This design comes from an exercise in tuning for small area and a short achievable clock period on the open sky130 flow, not from production work.
Function was checked by simulation only, so behaviour that the tests miss may differ from the original.

==> design.v <==
`default_nettype none
package iq_pkg;
	localparam int ENTRY_WIDTH    = 32;
	localparam int DISPATCH_WIDTH = 4;   
	localparam int ISSUE_WIDTH    = 2;   
	localparam int DEFAULT_DEPTH  = 15;
	localparam int MAX_DEPTH      = 15;
	localparam int SLOT_WIDTH  = $clog2(MAX_DEPTH + 1);
	localparam int LANE_WIDTH  = $clog2(DISPATCH_WIDTH + 1);
	localparam int SHIFT_WIDTH = $clog2(ISSUE_WIDTH + 1);
	typedef logic [ENTRY_WIDTH-1:0] entry_t;      
	typedef logic [SLOT_WIDTH-1:0]  slot_t;       
	typedef logic [SLOT_WIDTH-1:0]  count_t;      
	typedef logic [LANE_WIDTH-1:0]  lane_num_t;   
	typedef logic [SHIFT_WIDTH-1:0] shift_t;      
endpackage
`default_nettype wire
`timescale 1ns/1ps
`default_nettype none
module iq_dispatch (
	input  wire [3:0]  amt_oh,
	input  wire [31:0] din0,
	input  wire [31:0] din1,
	input  wire [31:0] din2,
	input  wire [31:0] din3,
	output wire [31:0] rot0,
	output wire [31:0] rot1,
	output wire [31:0] rot2,
	output wire [31:0] rot3
);
	iq_ao4 u_r0 (.s(amt_oh), .d0(din0), .d1(din3), .d2(din2), .d3(din1), .y(rot0));
	iq_ao4 u_r1 (.s(amt_oh), .d0(din1), .d1(din0), .d2(din3), .d3(din2), .y(rot1));
	iq_ao4 u_r2 (.s(amt_oh), .d0(din2), .d1(din1), .d2(din0), .d3(din3), .y(rot2));
	iq_ao4 u_r3 (.s(amt_oh), .d0(din3), .d1(din2), .d2(din1), .d3(din0), .y(rot3));
endmodule
`default_nettype wire
`timescale 1ns/1ps
`default_nettype none
module iq_aoi3 (
	input  wire [2:0]  s,
	input  wire [31:0] d0,
	input  wire [31:0] d1,
	input  wire [31:0] d2,
	output wire [31:0] y
);
	assign y = ~((d0 & {32{s[0]}}) | (d1 & {32{s[1]}}) | (d2 & {32{s[2]}}));
endmodule
module iq_nand2 (
	input  wire [31:0] a,
	input  wire [31:0] b,
	output wire [31:0] y
);
	assign y = ~(a & b);
endmodule
module iq_nand5 (
	input  wire [31:0] a,
	input  wire [31:0] b,
	input  wire [31:0] c,
	input  wire [31:0] d,
	input  wire [31:0] e,
	output wire [31:0] y
);
	assign y = ~(a & b & c & d & e);
endmodule
module iq_ao4 (
	input  wire [3:0]  s,
	input  wire [31:0] d0,
	input  wire [31:0] d1,
	input  wire [31:0] d2,
	input  wire [31:0] d3,
	output wire [31:0] y
);
	wire [31:0] yn, tn;
	iq_aoi3  u_aoi (.s(s[3:1]), .d0(d1), .d1(d2), .d2(d3), .y(yn));
	iq_nand2 u_t   (.a(d0), .b({32{s[0]}}), .y(tn));
	iq_nand2 u_or  (.a(yn), .b(tn), .y(y));
endmodule
`default_nettype wire
`timescale 1ns/1ps
`default_nettype none
module iq_issue_select (
	input  wire [14:0]       hit,
	input  wire [15*32-1:0]  ent,
	output wire [31:0]       dout
);
	wire [31:0] g [5];
	for (genvar k = 0; k < 5; k++) begin : g_grp
		iq_aoi3 u_aoi (
			.s  (hit[3*k +: 3]),
			.d0 (ent[(3*k)*32 +: 32]),
			.d1 (ent[(3*k+1)*32 +: 32]),
			.d2 (ent[(3*k+2)*32 +: 32]),
			.y  (g[k])
		);
	end
	iq_nand5 u_or (.a(g[0]), .b(g[1]), .c(g[2]), .d(g[3]), .e(g[4]), .y(dout));
endmodule
`default_nettype wire
`timescale 1ns/1ps
`default_nettype none
module issue_queue (
	input  wire                      clk,
	input  wire                      resetn,
	input  wire                      write_en,
	input  wire [2:0]                write_num,
	input  wire [31:0]               din0,
	input  wire [31:0]               din1,
	input  wire [31:0]               din2,
	input  wire [31:0]               din3,
	input  wire                      issue_en0,
	input  wire                      issue_en1,
	input  wire [3:0]                issue_idx0,
	input  wire [3:0]                issue_idx1,
	output wire [31:0]               dout0,
	output wire [31:0]               dout1,
	output wire [3:0]                count,
	output wire                      write_success
);
	localparam int W = 32;
	localparam int DEPTH = 15;
	logic [W-1:0] ent [DEPTH];
	logic [3:0]   cnt;
	assign count = cnt;
	logic [DEPTH*W-1:0] ent_flat;
	always_comb begin
		for (int j = 0; j < DEPTH; j++) begin
			ent_flat[j*W +: W] = ent[j];
		end
	end
	logic [DEPTH-1:0] hit0, hit1;
	always_comb begin
		for (int j = 0; j < DEPTH; j++) begin
			hit0[j] = (issue_idx0 == 4'(j));
			hit1[j] = (issue_idx1 == 4'(j));
		end
	end
	iq_issue_select u_rd0 (.hit(hit0), .ent(ent_flat), .dout(dout0));
	iq_issue_select u_rd1 (.hit(hit1), .ent(ent_flat), .dout(dout1));
	logic [DEPTH:0] t0, t1;   
	always_comb begin
		for (int i = 0; i <= DEPTH; i++) begin
			t0[i] = issue_en0 && (issue_idx0 <= 4'(i));
			t1[i] = issue_en1 && (issue_idx1 <= 4'(i));
		end
	end
	logic [1:0] n_iss;
	logic [3:0] wr_ptr;
	logic       go;
	assign n_iss  = 2'(issue_en0) + 2'(issue_en1);
	assign wr_ptr = cnt - 4'(n_iss);
	logic [4:0] fits [3];
	always_comb begin
		for (int n = 0; n < 3; n++) begin
			for (int w = 0; w < 5; w++) begin
				fits[n][w] = (5'(cnt) + 5'(w) <= 5'(DEPTH + n));
			end
		end
	end
	logic [4:0] fits_n;
	logic       ws;
	assign fits_n = (issue_en0 & issue_en1) ? fits[2] : (issue_en0 | issue_en1) ? fits[1] : fits[0];
	assign ws = write_num[2] ? fits_n[4] : fits_n[write_num[1:0]];
	assign write_success = ws;
	assign go = write_en & ws;
	logic [W-1:0] rot [4];
	logic [3:0]   rot_oh;
	always_comb begin
		for (int s = 0; s < 4; s++) begin
			rot_oh[s] = (issue_en0 & issue_en1) ? (cnt[1:0] == 2'(s + 2))
			          : (issue_en0 | issue_en1) ? (cnt[1:0] == 2'(s + 1))
			          :                           (cnt[1:0] == 2'(s));
		end
	end
	iq_dispatch u_rot (
		.amt_oh (rot_oh),
		.din0   (din0),
		.din1   (din1),
		.din2   (din2),
		.din3   (din3),
		.rot0   (rot[0]),
		.rot1   (rot[1]),
		.rot2   (rot[2]),
		.rot3   (rot[3])
	);
	logic [W-1:0] ent_next [DEPTH];
	for (genvar i = 0; i < DEPTH; i++) begin : g_slot
		logic fresh, up2, up1;
		logic [3:0] sel;
		assign fresh  = (issue_en0 & issue_en1) ? (5'(i) + 5'd2 >= 5'(cnt))
		              : (issue_en0 | issue_en1) ? (5'(i) + 5'd1 >= 5'(cnt))
		              :                           (5'(i) >= 5'(cnt));
		assign up2    = t0[i+1] & t1[i+1];
		assign up1    = t0[i] | t1[i];
		assign sel[0] = fresh;
		assign sel[1] = !fresh & up2;
		assign sel[2] = !fresh & up1 & !up2;
		assign sel[3] = !fresh & !up1;
		iq_ao4 u_mux (
			.s  (sel),
			.d0 (rot[i % 4]),
			.d1 (ent[(i + 2 < DEPTH) ? i + 2 : i]),
			.d2 (ent[(i + 1 < DEPTH) ? i + 1 : i]),
			.d3 (ent[i]),
			.y  (ent_next[i])
		);
	end
	always_ff @(posedge clk) begin
		for (int i = 0; i < DEPTH; i++) begin
			ent[i] <= ent_next[i];
		end
	end
	always_ff @(posedge clk) begin
		if (!resetn)
			cnt <= '0;
		else
			cnt <= wr_ptr + (go ? 4'(write_num) : 4'd0);
	end
endmodule
`default_nettype wire
==> flow/run.sh <==
#!/bin/bash
# Standard layout, but the port buffers are plain buffers (not delay cells) and
# repair may resize any cell to any footprint.
set -euo pipefail
bash standard.sh \
	"BUFFER_PORTS_ARGS=-buffer_cell sky130_fd_sc_hd__buf_1" \
	MATCH_CELL_FOOTPRINT=0 \
	finish > standard_flow.log 2>&1
==> standard.sh <==
#!/bin/bash
# synth_recipe.tcl (not shown) runs the flow's synth.tcl, then flattens the netlist and writes it again
# the make line also repeats each setting of config.mk as NAME=value (left out here)
make -C /OpenROAD-flow-scripts/flow DESIGN_CONFIG=/design/flow/config.mk WORK_HOME=/design/flow/orfs CLKGATE_MAP_FILE= SYNTH_SCRIPT=/design/flow/synth_recipe.tcl "${@:-finish}"
==> config.mk <==
export PLATFORM = sky130hd
export DESIGN_NAME = issue_queue
export DESIGN_NICKNAME = issue_queue
export VERILOG_FILES = /design/flow/design.v
export SDC_FILE = /design/flow/constraint.sdc
export NUM_CORES = 4
export LEC_CHECK = 0
export CAP_MARGIN = 20
export CORE_MARGIN = 2
export CORE_UTILIZATION = 40
export CTS_CLUSTER_DIAMETER = 80
export CTS_CLUSTER_SIZE = 40
export PLACE_DENSITY = 0.55
export SETUP_SLACK_MARGIN = 3.5
export SLEW_MARGIN = 20
export SYNTH_HIERARCHICAL = 1
export SYNTH_MINIMUM_KEEP_SIZE = 0
==> constraint.sdc <==
create_clock -name core_clock -period 8.5 [get_ports {clk}]
set_input_delay 1.7000 -clock core_clock [delete_from_list [all_inputs] [get_ports {clk}]]
set_output_delay 1.7000 -clock core_clock [all_outputs]
set_load 0.01 [all_outputs]
==> metrics list, run 1 <==
* DIE AREA: 74,200 µm²
- Dominant combinational cell family by area after synthesis: compound AO/OA/AOI/OAI gates
* Commonest register cell after synthesis: sky130_fd_sc_hd__dfxtp_1
- Io pins: 213
* Portion of synthesized cell area occupied by the leading cell type: 33.6%
* Minimum period implied by the final worst setup slack: 5.16 ns
- Netlist area before placement: 28,800 µm²
* Horizontal die dimension: 272 µm
- Setup violations remaining at the end of the flow were counted as 0.
* Critical path class: in -> out
- Critical Path AT: 3.46 ns
- Along the worst path, the maximum fanout reaches 6.
- Clock transition at the registers of the reported paths: 0.09 ns
- Clock Path Buffers: 3
- The number of antenna violations at the first check in global routing came to 18.
* Final RePlAce weighted congestion: 0.989
* DP Cell Count: 4,372
- Summing the areas of all and, or, nand and nor instances in the mapped netlist gives 21.6% of the synthesized area.
- Share of cell area taken by muxes after synthesis: 0.356%
* Worst hold path type: reg -> reg
* PnR worst setup slack: between 3 and 4 ns
* Startpoint type of the worst setup path: primary input
* Number of input and output port buffers inserted: 212
* Final number of hold-violating endpoints: 0
* TritonCTS clock tree: done
- For this run, the detailed router's first-pass iteration total came to 17.
- The number of pins with negative max-slew slack in the final report was 0.
- Chip height: 272 µm
- The floorplan has ~100 rows.
* Core Footprint: 71,400 µm²
* Outcome: no timing/DRC/antenna violations
* Kind of end point of the critical path: primary output
* Global route overflow: 0
- Adder-cell area share of the yosys netlist: between 1 and 1.5%
- H-Tree Depth: 1
- Dividing the detail-routed wire length by the instance count gives between 30 and 40 µm.
* Post-synth EDFFs: 0
* Pin count of the biggest net entering global routing: 85
- Counting flops with an async set or reset pin after synthesis yields a share of 0%.
* Maximum frequency from static timing analysis: between 0.15 and 0.2 GHz
- Synth warnings: 14
* Area growth, synth to finish: 16.1%
- Global routing used 42.2% of the available tracks across all layers.
- Synth Area in Compound Gates: roughly 34%
- The cell count after synthesis came out at about 3,400.
- For the worst-skew pair, the clock arrives at the later sink with an insertion delay of between 0.6 and 0.7 ns.
- Vias per std cell: 8.00
* Number of clock sinks seen by CTS: 484
- The final layout contains routed wiring with a total length of 169 mm.
* Post-layout utilization of the core: between 40% and 50%
- RSZ-0062 raised after global routing: yes
- The final route contains approximately 37,000 vias.
* Number of max-cap violations: 0
* Final period util: 60.7%
* Post-synthesis cell type with the largest combined area: sky130_fd_sc_hd__dfxtp_1
- Most common cell after layout, fill and taps aside: sky130_fd_sc_hd__nand2_1
- Data required time at the worst endpoint: 6.80 ns
- In this run, synthesis produced a sequential element count of 484.
- Post-DP HPWL: between 100 and 150 mm
- The synthesized netlist devotes 0.243% of its cell area to XOR and XNOR gates.
- Transition time at the pin with the least slew margin: 1.32 ns
- Synthesis instantiated 54 different standard cells from the library.
* Mean instance size in the synthesized netlist: roughly 8.5 µm²
- In the final design database the tool counted 3,769 nets.
- Worst clock skew on the final layout: 0.0362 ns
- Share of cells above drive strength 1: between 10 and 15%
* TritonCTS buffer count: 31
* Sequential share of the synthesized area: 33.6%
- Once detail routing completed, the nets flagged for antenna violations numbered 0.
* Post-placement setup slack: 1.65 ns
- For this configuration, the core starts out at a cell density of approximately 40%.
- Fin Setup TNS: 0 ns
- Finished Layout Cells: 4,583
- Ranked by total cell area, the synthesized netlist is headed by sky130_fd_sc_hd__dfxtp_1 34%, sky130_fd_sc_hd__a222oi_1 32%, sky130_fd_sc_hd__nand2_1 16%.
* First-pass GRT wire length: 233 mm
- In the routed design, unresolved DRC markers number 0.
- For this block, the initial DRC count from the detailed router was between 10,000 and 15,000.
- In this run the clock root is driven by a sky130_fd_sc_hd__clkbuf_16.
* Most frequent cells in the layout: 1,260 x sky130_fd_sc_hd__nand2_1, 928 x sky130_fd_sc_hd__a222oi_1, 481 x sky130_fd_sc_hd__dfxtp_1
- In this run the tightest slew margin relative to its limit is about 11%.
* Via count of the first global-routing pass: between 30,000 and 40,000
==> per-layer routing <==
metal / global-route usage, % / routed length, µm / share of wire, %
met1: 51.5 / 56800 / 34
met2: 60.7 / 67600 / 40
met3: 18.2 / 30400 / 18
met4: 26.5 / 14200 / 8.4
met5: 0.899 / 254 / 0.15
==> registers in the layout, summed over array words and instances, names as in the netlist <==
name / cells
ent: 480
cnt: 4
==> final cells by class <==
type	instances	area (µm²)
fill	6875	37900
multi-input combinational	2617	17900
sequential	484	9690
timing repair buffer	446	3470
tap	950	1190
clock buffer	32	779
clock inverter	25	333
inverter	18	97.6
antenna	11	27.5
==> through the flow <==
step	hold WS [ns]	instance area, µm²
floorplan	0.469	29000
global placement	0.483	29900
detailed placement	0.495	29900
CTS	0.516	32600
global route	0.555	33500
finish	0.529	33500
==> path summary, 6_finish.rpt <==
kind,slack [ns],cells after the start,startpoint,endpoint
min reg2reg,0.53,2,ent[0][12],ent[0][12]
max,3.34,10,issue_idx1[1],dout1[16]
max reg2reg,3.82,16,cnt[2],cnt[2]
min,0.53,2,ent[0][12],ent[0][12]
==> worst max-delay path: stages <==
cell,delay [ns]
sky130_fd_sc_hd__buf_12,0.10
sky130_fd_sc_hd__or2_4,0.19
sky130_fd_sc_hd__buf_6,0.12
sky130_fd_sc_hd__nor2_4,0.03
sky130_fd_sc_hd__buf_12,0.15
sky130_fd_sc_hd__buf_8,0.14
sky130_fd_sc_hd__a222oi_1,0.42
sky130_fd_sc_hd__and3_1,0.31
sky130_fd_sc_hd__nand3_2,0.13
sky130_fd_sc_hd__buf_6,0.16
==> Yosys cell counts, types with 20 or more instances <==
cell type	instances
sky130_fd_sc_hd__a21oi_1	26
sky130_fd_sc_hd__a222oi_1	928
sky130_fd_sc_hd__and3_1	68
sky130_fd_sc_hd__buf_2	89
sky130_fd_sc_hd__buf_6	174
sky130_fd_sc_hd__clkbuf_1	22
sky130_fd_sc_hd__dfxtp_1	484
sky130_fd_sc_hd__ha_1	24
sky130_fd_sc_hd__nand2_1	1265
sky130_fd_sc_hd__nand3_1	74
sky130_fd_sc_hd__nor2_1	64
sky130_fd_sc_hd__nor3_1	27
sky130_fd_sc_hd__o21ai_0	20
==> Yosys stat by module (local to each module, per instance), a selection <==
module | cells inside | area (µm²)
iq_aoi3 | 41 | 403
iq_nand2 | 32 | 120
iq_nand5 | 64 | 360
issue_queue | 856 | 11900
==> kinds of logic (layout without fill, tap and decap cells) <==
group	count (synthesis)	count (layout)
simple gates	1545	1557
compound gates	1010	1010
flops	484	484
buf+inv	304	521
fa+ha+maj	27	27
mux	10	10
xor+xnor	8	8
other cells	1	16
==> timing repair <==
item	CTS	global route
cloned	17	6
pin swaps	67	84
hold buffers	0	0
endpoints found under the setup margin	144	66
resized for setup	218	132
buffers inserted	95	23
==> inputs of run 2 (changes only) <==
--- a/design.v
+++ b/design.v
@@ -36,32 +36,6 @@
 `default_nettype wire
 `timescale 1ns/1ps
 `default_nettype none
-module iq_aoi3 (
-	input  wire [2:0]  s,
-	input  wire [31:0] d0,
-	input  wire [31:0] d1,
-	input  wire [31:0] d2,
-	output wire [31:0] y
-);
-	assign y = ~((d0 & {32{s[0]}}) | (d1 & {32{s[1]}}) | (d2 & {32{s[2]}}));
-endmodule
-module iq_nand2 (
-	input  wire [31:0] a,
-	input  wire [31:0] b,
-	output wire [31:0] y
-);
-	assign y = ~(a & b);
-endmodule
-module iq_nand5 (
-	input  wire [31:0] a,
-	input  wire [31:0] b,
-	input  wire [31:0] c,
-	input  wire [31:0] d,
-	input  wire [31:0] e,
-	output wire [31:0] y
-);
-	assign y = ~(a & b & c & d & e);
-endmodule
 module iq_ao4 (
 	input  wire [3:0]  s,
 	input  wire [31:0] d0,
@@ -70,10 +44,7 @@
 	input  wire [31:0] d3,
 	output wire [31:0] y
 );
-	wire [31:0] yn, tn;
-	iq_aoi3  u_aoi (.s(s[3:1]), .d0(d1), .d1(d2), .d2(d3), .y(yn));
-	iq_nand2 u_t   (.a(d0), .b({32{s[0]}}), .y(tn));
-	iq_nand2 u_or  (.a(yn), .b(tn), .y(y));
+	assign y = (d0 & {32{s[0]}}) | (d1 & {32{s[1]}}) | (d2 & {32{s[2]}}) | (d3 & {32{s[3]}});
 endmodule
 `default_nettype wire
 `timescale 1ns/1ps
@@ -81,19 +52,14 @@
 module iq_issue_select (
 	input  wire [14:0]       hit,
 	input  wire [15*32-1:0]  ent,
-	output wire [31:0]       dout
+	output logic [31:0]      dout
 );
-	wire [31:0] g [5];
-	for (genvar k = 0; k < 5; k++) begin : g_grp
-		iq_aoi3 u_aoi (
-			.s  (hit[3*k +: 3]),
-			.d0 (ent[(3*k)*32 +: 32]),
-			.d1 (ent[(3*k+1)*32 +: 32]),
-			.d2 (ent[(3*k+2)*32 +: 32]),
-			.y  (g[k])
-		);
+	always_comb begin
+		dout = '0;
+		for (int j = 0; j < 15; j++) begin
+			dout = dout | (ent[j*32 +: 32] & {32{hit[j]}});
+		end
 	end
-	iq_nand5 u_or (.a(g[0]), .b(g[1]), .c(g[2]), .d(g[3]), .e(g[4]), .y(dout));
 endmodule
 `default_nettype wire
 `timescale 1ns/1ps
--- a/config.mk
+++ b/config.mk
@@ -7,10 +7,10 @@
 export LEC_CHECK = 0
 export CAP_MARGIN = 20
 export CORE_MARGIN = 2
-export CORE_UTILIZATION = 40
+export CORE_UTILIZATION = 25
 export CTS_CLUSTER_DIAMETER = 80
 export CTS_CLUSTER_SIZE = 40
-export PLACE_DENSITY = 0.55
+export PLACE_DENSITY = 0.35
 export SETUP_SLACK_MARGIN = 3.5
 export SLEW_MARGIN = 20
 export SYNTH_HIERARCHICAL = 1
==> metrics list, run 2 <==
* Worst clock skew on the final layout: 0.0487 ns
- The worst hold path was traced through 2 stages.
- Detailed placement ended at an HPWL of 130 mm.
* Setup violators final: 0
* Number of max-cap violations: 0
- The worst hold path begins at ent[0][2].
- In the final routed layout, each cell accounts on average for between 40 and 50 µm.
- The worst register-to-register path begins at cnt[1].
- Largest fanout of any net on the critical path: 7
* Clock Path Buffers: 3
- Once placement finished, the instance area stood at between 30,000 and 40,000 µm².
- Share of synthesized flip-flops with an asynchronous set or reset: 0%
- Dominant cell by count in the synthesized netlist: sky130_fd_sc_hd__a22oi_1
- Post-synth EDFFs: 0
* Routing layer with the top usage in global route: met2
- Multi-input combinational cell area: 19,100 µm²
* First-pass GRT wire length: around 300 mm
* Number of detailed-routing iterations run before antenna repair: 10
- Most frequent cells in the layout: 1,460 x sky130_fd_sc_hd__a22oi_1, 656 x sky130_fd_sc_hd__nand2_1, 484 x sky130_fd_sc_hd__dfxtp_1
- Global route overflow: 0
- The number of clock buffers added by TritonCTS is 42.
- Summed over all instances, the cell type with the most area after synthesis is sky130_fd_sc_hd__a22oi_1.
- The number of hold buffers added after CTS was 0.
- Leaving out filler cells and counting taps, the final layout contains 5,455.
* Worst R2R Path Depth: 15
- Crit path cell chain: buf_16, buf_8, nand2b_4, nor2_4, buf_12, a222oi_1, and3_1, nand4_1, buf_2
- Gate count of the mapped netlist: between 3,000 and 4,000
- Core Footprint: 120,000 µm²
* Netlist area before placement: 30,200 µm²
- Clock latency on the worst-skew pair, taken at its later pin, is 0.69 ns.
- Initial core utilization: 25.2%
* Critical path class: in -> out
- Chip height: 352 µm
- Startpoint type of the worst setup path: primary input
- Maximum frequency from static timing analysis: 0.189 GHz
- For this run, the leading register cell type out of synthesis is sky130_fd_sc_hd__dfxtp_1.
- Fin Setup TNS: 0 ns
- Entering global routing, the biggest net connects 69 pins.
* Worst hold path type: reg -> reg
* Critical Path Slowest Stage Cell: sky130_fd_sc_hd__nand4_1
* Portion of synthesized cell area occupied by the leading cell type: 36.7%
- For met2 alone, demand over resource in global routing was 50.4%.
- Cells fill 30.9% of the core in the end.
* Endpoint of the lowest-slack register-to-register path: cnt[1]
* Met3 usage in global routing: 10.4%
- The routed design has ~230 mm of wire.
* Vias per std cell: 6.87
- DIE AREA: 124,000 µm²
- The run finished with no timing, DRC or antenna violations.
- The finished cells cover approximately 37,000 µm².
* Share of cells above drive strength 1: 16.4%
- Post-placement setup slack: around 1.7 ns
* Final number of hold-violating endpoints: 0
- Across the whole layout, storage elements account for 9690 µm².
* PnR worst setup slack: around 3.2 ns
* Hold Crit Endpoint: ent[0][2]
- The count of nets left with antenna violations once routing finished came out at 0.
- Most flop-heavy register: ent
- In the finished design, the share of the clock period the worst path needs comes to between 60% and 70%.
* Reg-to-reg slack, setup: 3.67 ns
* Fillers: 12,724
* Clock root cell: sky130_fd_sc_hd__clkbuf_16
- The congestion estimate from routability-driven global placement came to 0.846.
- After floorplanning, the core was divided into roughly 130 placement rows.
- STA puts the critical path data arrival time at 3.58 ns.
- Setup repair after global routing could not meet its margin everywhere.
- Data required time at the worst endpoint: slightly below 7 ns
- Sequential share of the synthesized area: 32.1%
- DP Cell Count: 5,174
* Final max-slew violation count: 0
* Detailed-route DRC error count: 0
- Top cells by area, synth: sky130_fd_sc_hd__a22oi_1 37%, sky130_fd_sc_hd__dfxtp_1 32%, sky130_fd_sc_hd__nand2_1 8.2%
- The commonest cells after synthesis are 1,479 x sky130_fd_sc_hd__a22oi_1, 663 x sky130_fd_sc_hd__nand2_1, 484 x sky130_fd_sc_hd__dfxtp_1.
- After synthesis the netlist holds a flip-flop and latch count of 484.
- Number of nets in the layout: 3,971
* Minimum period implied by the final worst setup slack: 5.28 ns
- The H-tree was split into 2 levels.
- STA classifies the critical path endpoint as a primary output.
- Met1 Resource Use GR: 46.6%
* Transition time at the pin with the least slew margin: around 1.1 ns
- After the first detailed-routing iteration, the DRC count stood at 6,344.
* TritonCTS clock tree: done
* Mean instance size in the synthesized netlist: roughly 8.5 µm²
* Number of clock sinks seen by CTS: slightly below 500
- Horizontal die dimension: approximately 350 µm
- Flip-flop count of the largest register, all copies and words added: 480
* Synth warnings: 14
- All-Layer GR Usage: between 30% and 40%
- Compared with the post-synthesis result, the final layout area differs by 22.5%.
- Clock transition at the registers of the reported paths: roughly 0.1 ns
- The library cell used most frequently in the layout, excluding fill and tap cells, is sky130_fd_sc_hd__a22oi_1.
- Via count of the first global-routing pass: between 30,000 and 40,000
- Worst slew margin: a little under a quarter
* Biggest registers after layout: ent: 480 flops, cnt: 4 flops
* Number of library cell types mapped by synthesis: 59
* Io pins: 213
- Min Hold Slack: 0.525 ns
- Across all layers, the routed design uses 37,455 vias.
- The number of antenna violations at the first check in global routing came to 16.
* Critical path's largest stage delay: 0.37 ns
- Number of input and output port buffers inserted: roughly 210
==> run 2: cell types whose count changed in the layout (fill, tap and decap cells not counted), sizes merged, moves of 7 or more <==
cell,delta
a22o,+62
a221oi,+64
a21oi,-7
nand3,-67
nand4,+64
a22oi,+1473
a222oi,-864
nand2,-602
buf,+75
clkbuf,+9
==> run 2: worst max-delay path, delay by kind of cell <==
family	cells	cell delay, ns
and+or+nand+nor	4	0.88
buffers and inverters	4	0.70
AOI/OAI and AO/OA	1	0.26
==> run 2: area by class of cell <==
type	instances	area share, %
clock inverters	31	0.841
clock buffers	45	2.95
flip-flops and latches	484	26.2
inverters	23	0.321
multi-input cells	2732	51.7
well taps	1612	5.45
diodes	11	0.0743
repair buffers	517	12.5
==> run 2: routing by layer <==
metal  vias up  routed length [µm]
li1      14906                   -
met1     18661               91000
met2      3096               92400
met3       786               27700
met4         6               14800
met5         -                  70
==> run 2: kinds of logic (layout without fill, tap and decap cells) <==
| group | after synthesis | in the layout | share of synthesized area (%) |
|---|---|---|---|
| compound gates | 1741 | 1741 | 44.1 |
| simple gates | 936 | 943 | 13.3 |
| flops | 484 | 484 | 32.1 |
| buf+inv | 362 | 616 | 8.78 |
| fa+ha+maj | 27 | 27 | 1.19 |
| mux | 10 | 10 | 0.344 |
| xor+xnor | 6 | 6 | 0.174 |
| other cells | 1 | 16 | 0.0124 |
==> run 2: worst max path at each step <==
stage                             start             to
after floorplan               issue_en0         cnt[1]
after global placement        issue_en1         cnt[1]
after detailed placement      issue_en1         cnt[1]
after CTS                 issue_idx0[2]      dout0[12]
after global routing          issue_en1  write_success
final                     issue_idx0[2]      dout0[12]
==> run 2: repair_timing <==
action                                  CTS  global route
endpoints found under the hold margin     0             0
resized for setup                       370            95
gates cloned                             18             5
setup buffers                           149            22
pin swaps                               127            88
endpoints found under the setup margin  149            93
==> run 2: modules after synthesis (local to each module, per instance), excerpt <==
module / cell area (µm²) / cells inside / times used / flops+latches
iq_issue_select: 2490 / 333 / 2 / 0
issue_queue: 11800 / 849 / 1 / 484
iq_ao4: 706 / 108 / 19 / 0
==> inputs of run 3 (changes only) <==
--- a/design.v
+++ b/design.v
@@ -132,9 +132,7 @@
 	logic [3:0]   rot_oh;
 	always_comb begin
 		for (int s = 0; s < 4; s++) begin
-			rot_oh[s] = (issue_en0 & issue_en1) ? (cnt[1:0] == 2'(s + 2))
-			          : (issue_en0 | issue_en1) ? (cnt[1:0] == 2'(s + 1))
-			          :                           (cnt[1:0] == 2'(s));
+			rot_oh[s] = (wr_ptr[1:0] == 2'(s));
 		end
 	end
 	iq_dispatch u_rot (
@@ -152,9 +150,7 @@
 	for (genvar i = 0; i < DEPTH; i++) begin : g_slot
 		logic fresh, up2, up1;
 		logic [3:0] sel;
-		assign fresh  = (issue_en0 & issue_en1) ? (5'(i) + 5'd2 >= 5'(cnt))
-		              : (issue_en0 | issue_en1) ? (5'(i) + 5'd1 >= 5'(cnt))
-		              :                           (5'(i) >= 5'(cnt));
+		assign fresh  = (4'(i) >= wr_ptr);
 		assign up2    = t0[i+1] & t1[i+1];
 		assign up1    = t0[i] | t1[i];
 		assign sel[0] = fresh;
==> run.sh (new file) <==
#!/bin/bash
# synth_recipe.tcl (not shown) runs the flow's synth.tcl, then flattens the netlist and writes it again
# the make line also repeats each setting of config.mk as NAME=value (left out here)
make -C /OpenROAD-flow-scripts/flow DESIGN_CONFIG=/design/flow/config.mk WORK_HOME=/design/flow/orfs CLKGATE_MAP_FILE= SYNTH_SCRIPT=/design/flow/synth_recipe.tcl finish
--- a/config.mk
+++ b/config.mk
@@ -8,10 +8,8 @@
 export CAP_MARGIN = 20
 export CORE_MARGIN = 2
 export CORE_UTILIZATION = 25
-export CTS_CLUSTER_DIAMETER = 80
-export CTS_CLUSTER_SIZE = 40
 export PLACE_DENSITY = 0.35
-export SETUP_SLACK_MARGIN = 3.5
+export SETUP_SLACK_MARGIN = 3.0
 export SLEW_MARGIN = 20
 export SYNTH_HIERARCHICAL = 1
 export SYNTH_MINIMUM_KEEP_SIZE = 0
removed: flow/run.sh
removed: standard.sh
==> metrics list, run 3 <==
* Outcome: no timing/DRC/antenna violations
- Including well taps, the total number of placed cells is 5,045.
- After floorplanning, the core was sized to cover 118,000 µm².
- For this run, the register share of the synthesized area comes to between 30% and 40%.
- Area growth, synth to finish: 22.1%
* TritonCTS buffer count: 66
* Post-DP HPWL: 133 mm
* Minimum period implied by the final worst setup slack: ~5.6 ns
- In this run the tool buffered the top-level ports with 212 buffer cells.
- Kind of end point of the critical path: primary output
- RSZ-0062 raised after global routing: yes
- Setup violators final: 0
- In the routed design, unresolved DRC markers number 0.
- Vias per std cell: 6.88
- Leaving out fill and tap cells, the most frequent cells in the layout are 1,476 x sky130_fd_sc_hd__a22oi_1, 634 x sky130_fd_sc_hd__nand2_1, 484 x sky130_fd_sc_hd__dfxtp_1.
- In the final routed layout, each cell accounts on average for 40.8 µm.
- Final RePlAce weighted congestion: 0.908
- Number of detailed-routing iterations run before antenna repair: 11
* Most common cell after layout, fill and taps aside: sky130_fd_sc_hd__a22oi_1
- The number of pins with negative max-slew slack in the final report was 0.
* H-Tree Depth: 3
- The first global-routing pass estimated 288 mm of wire.
- Biggest registers after layout: ent: 480 flops, cnt: 4 flops
- The min-delay analysis places its worst path in the category reg -> reg.
- Maximum frequency from static timing analysis: 0.179 GHz
- Dominant cell by count in the synthesized netlist: sky130_fd_sc_hd__a22oi_1
- Portion of synthesized cell area occupied by the leading cell type: between 30% and 40%
- Post-synthesis cell type with the largest combined area: sky130_fd_sc_hd__a22oi_1
- DRT antenna net count: 0
* Largest fanout of any net on the critical path: 16
- After filler insertion, the fill cell instance count of the layout stands at 12,344.
* Final number of hold-violating endpoints: 0
- Row Count: between 100 and 150
- Clock Path Buffers: 3
- Ranked by flip-flop count, first place goes to ent.
- The count of cells in the finished layout, fillers not included, comes to 5,268.
- Clock root cell: sky130_fd_sc_hd__clkbuf_16
- In the final design database the tool counted 3,849 nets.
- Synthesis inferred ~480 register bits.
* Number of hold buffers added after cts: 0
- The final layout contains routed wiring with a total length of 215 mm.
* Horizontal die dimension: 350 µm
* Share of cells above drive strength 1: between 10% and 20%
- After clock tree synthesis, the clock-pin slew on the worst setup and hold paths is approximately 0.050 ns.
- DIE AREA: 122,000 µm²
- Worst slew margin: 24.6%
- Transition time at the pin with the least slew margin: ~1.1 ns
- Measured along the y axis, the die boundary spans around 350 µm.
- Entering global routing, the biggest net connects 101 pins.
- Via count of the first global-routing pass: 34,117
- In the global route stage, overall resource usage came out at 33.6%.
* Share of synthesized flip-flops with an asynchronous set or reset: 0%
- Top cells by area, synth: sky130_fd_sc_hd__a22oi_1 37%, sky130_fd_sc_hd__dfxtp_1 32%, sky130_fd_sc_hd__nand2_1 8.1%
- The initial utilization of the core area, before any placement, comes to between 20 and 30%.
- TritonCTS clock tree: done
* Netlist area before placement: between 20,000 and 30,000 µm²
- For this run, the share of the core covered by cells in the final layout is 30.9%.
* Total number of vias: 36,231
- Number of antenna violations at the first check in global routing: 13
- Clock latency reported for the late side of the worst-skew pair: 0.65 ns
* Final period util: between 60 and 70%
* Critical Path AT: 3.89 ns
- Number of clock sinks seen by CTS: a little under 500
* Worst clock skew on the final layout: 0.0369 ns
- Synthesis produced approximately 3,500 cells.
- Flip-flop count of the largest register, all copies and words added: 480
- Counting flops with a built-in enable in the synthesized netlist gives 0.
* Violation count after the first detailed-routing iteration: around 6,300
- The worst setup path is of the in -> out kind.
- For the worst setup path, the data required time is 6.80 ns.
- During synthesis, Yosys emitted a total of 14 warnings.
* Commonest register cell after synthesis: sky130_fd_sc_hd__dfxtp_1
- In this run the count of I/O pins placed on the die edge is 213.
- Yosys mapped the design onto 60 distinct sky130hd cell types.
* Startpoint type of the worst setup path: primary input
- After synthesis, the mean cell area works out to ~8.5 µm².
- The commonest cells after synthesis are 1,476 x sky130_fd_sc_hd__a22oi_1, 642 x sky130_fd_sc_hd__nand2_1, 484 x sky130_fd_sc_hd__dfxtp_1.
* Fin Setup TNS: 0 ns
- Max-cap violations in this run came to 0.
- After global routing the overflow that remains totals 0.
run 3: cell count changes after synthesis, moves of 4 or more:
cell	delta
sky130_fd_sc_hd__a31oi_1	-4
sky130_fd_sc_hd__nor3b_1	-6
sky130_fd_sc_hd__nor2_1	-4
sky130_fd_sc_hd__mux2i_1	-7
sky130_fd_sc_hd__nand2_1	-21
sky130_fd_sc_hd__nor2b_1	-5
sky130_fd_sc_hd__inv_1	-10
sky130_fd_sc_hd__clkbuf_1	-7
run 3: stage by stage:
step / hold WS (ns) / area [µm²] / setup WS, ns
after floorplan: 0.468 / 29900 / 3.42
after global placement: 0.501 / 33100 / 1.09
after detailed placement: 0.502 / 33100 / 1.05
after CTS: 0.516 / 36300 / 2.87
after global routing: 0.553 / 36500 / 2.85
final: 0.515 / 36500 / 2.91
run 3: repair_timing:
| action | in CTS | in global routing |
|---|---|---|
| endpoints found under the setup margin | 409 | 379 |
| pin swaps | 48 | 22 |
| resized for setup | 215 | 46 |
| cloned | 5 | 1 |
| buffers inserted | 75 | 23 |
run 3: routing by layer:
layer / track usage [%] / routed length [µm]
met1: 42.9 / 84700
met2: 51.1 / 91800
met3: 8.79 / 23600
met4: 19.5 / 14700
met5: 0 / 136
run 3: worst paths after layout:
kind / startpoint / endpoint / slack (ns) / depth (start not counted)
max: issue_en0 / write_success / 2.91 / 10
min: ent[0][12] / ent[0][12] / 0.51 / 2
max reg2reg: cnt[0] / ent[5][1] / 3.87 / 12
min reg2reg: ent[0][12] / ent[0][12] / 0.51 / 2
run 3: logic make-up (layout without fill, tap and decap cells):
| logic type | Yosys count | after routing | synth area share [%] |
|---|---|---|---|
| buffers and inverters | 349 | 574 | 8.73 |
| other | 0 | 1 | 0 |
| AND/OR/NAND/NOR | 911 | 916 | 13.2 |
| flip-flops | 484 | 484 | 32.4 |
| XOR/XNOR | 8 | 8 | 0.322 |
| adder cells (fa/ha/maj) | 24 | 24 | 1.06 |
| AO/OA/AOI/OAI | 1725 | 1725 | 44.3 |
run 3: final cells by class:
class / instances / area (µm²) / area share (%)
diodes: 1 / 2.50 / 0.00686
well taps: 1536 / 1920 / 5.27
clock buffers: 101 / 1980 / 5.42
inverters: 16 / 71.3 / 0.196
multi-input cells: 2673 / 18400 / 50.6
clock inverters: 17 / 150 / 0.412
flip-flops and latches: 484 / 9690 / 26.6
repair buffers: 440 / 4230 / 11.6
run 3: worst max-delay path, cell delays in order:
cell and delay (ns):
sky130_fd_sc_hd__clkdlybuf4s50_1 0.50, sky130_fd_sc_hd__buf_8 0.20, sky130_fd_sc_hd__inv_1 0.10, sky130_fd_sc_hd__ha_4 0.19, sky130_fd_sc_hd__buf_4 0.15, sky130_fd_sc_hd__or3_1 0.34
sky130_fd_sc_hd__a21oi_1 0.18, sky130_fd_sc_hd__o221ai_2 0.17, sky130_fd_sc_hd__nand2_1 0.11, sky130_fd_sc_hd__clkdlybuf4s15_1 0.24
run 3: per-module statistics from Yosys (local to each module, per instance), excerpt:
| module | cells | cell area [µm²] | flip-flops and latches | times used |
|---|---|---|---|---|
| iq_ao4 | 108 | 706 | 0 | 19 |
| iq_issue_select | 333 | 2490 | 0 | 2 |
| issue_queue | 783 | 11500 | 484 | 1 |

==> static timing again, ports no longer ideal <==
In the flow no input, the clock included, has a driving cell. The finished layouts below were timed again as built, in two steps. Step 1, drivers: a clkbuf_16 drives clk and a buf_2 each remaining input, both assumed. Step 2 adds t to the input delays and takes it off the output delays; t is the mean of the earliest and latest rising clock arrival at the registers after step 1. Input paths then give back, and output paths get back, about the clock's delay inside the block. Slacks: ideal / step 1 / step 2; pairs: ideal / step 1.
run	t, ns	setup WS [ns]	hold slack, ns	worst data-port slew with drivers (ns)
run 1	0.710	3.337 / 3.171 / 2.874	0.529 / 0.529 / 0.529	0.19
run 2	0.733	3.220 / 3.037 / 2.655	0.525 / 0.525 / 0.525	0.31
run 3	0.701	2.913 / 2.827 / 2.395	0.515 / 0.515 / 0.515	0.21
After both steps setup and hold are still met in every run listed. The setup slack of run 2, which loses most, moves by -0.183 ns with the drivers and by -0.565 ns with both steps.
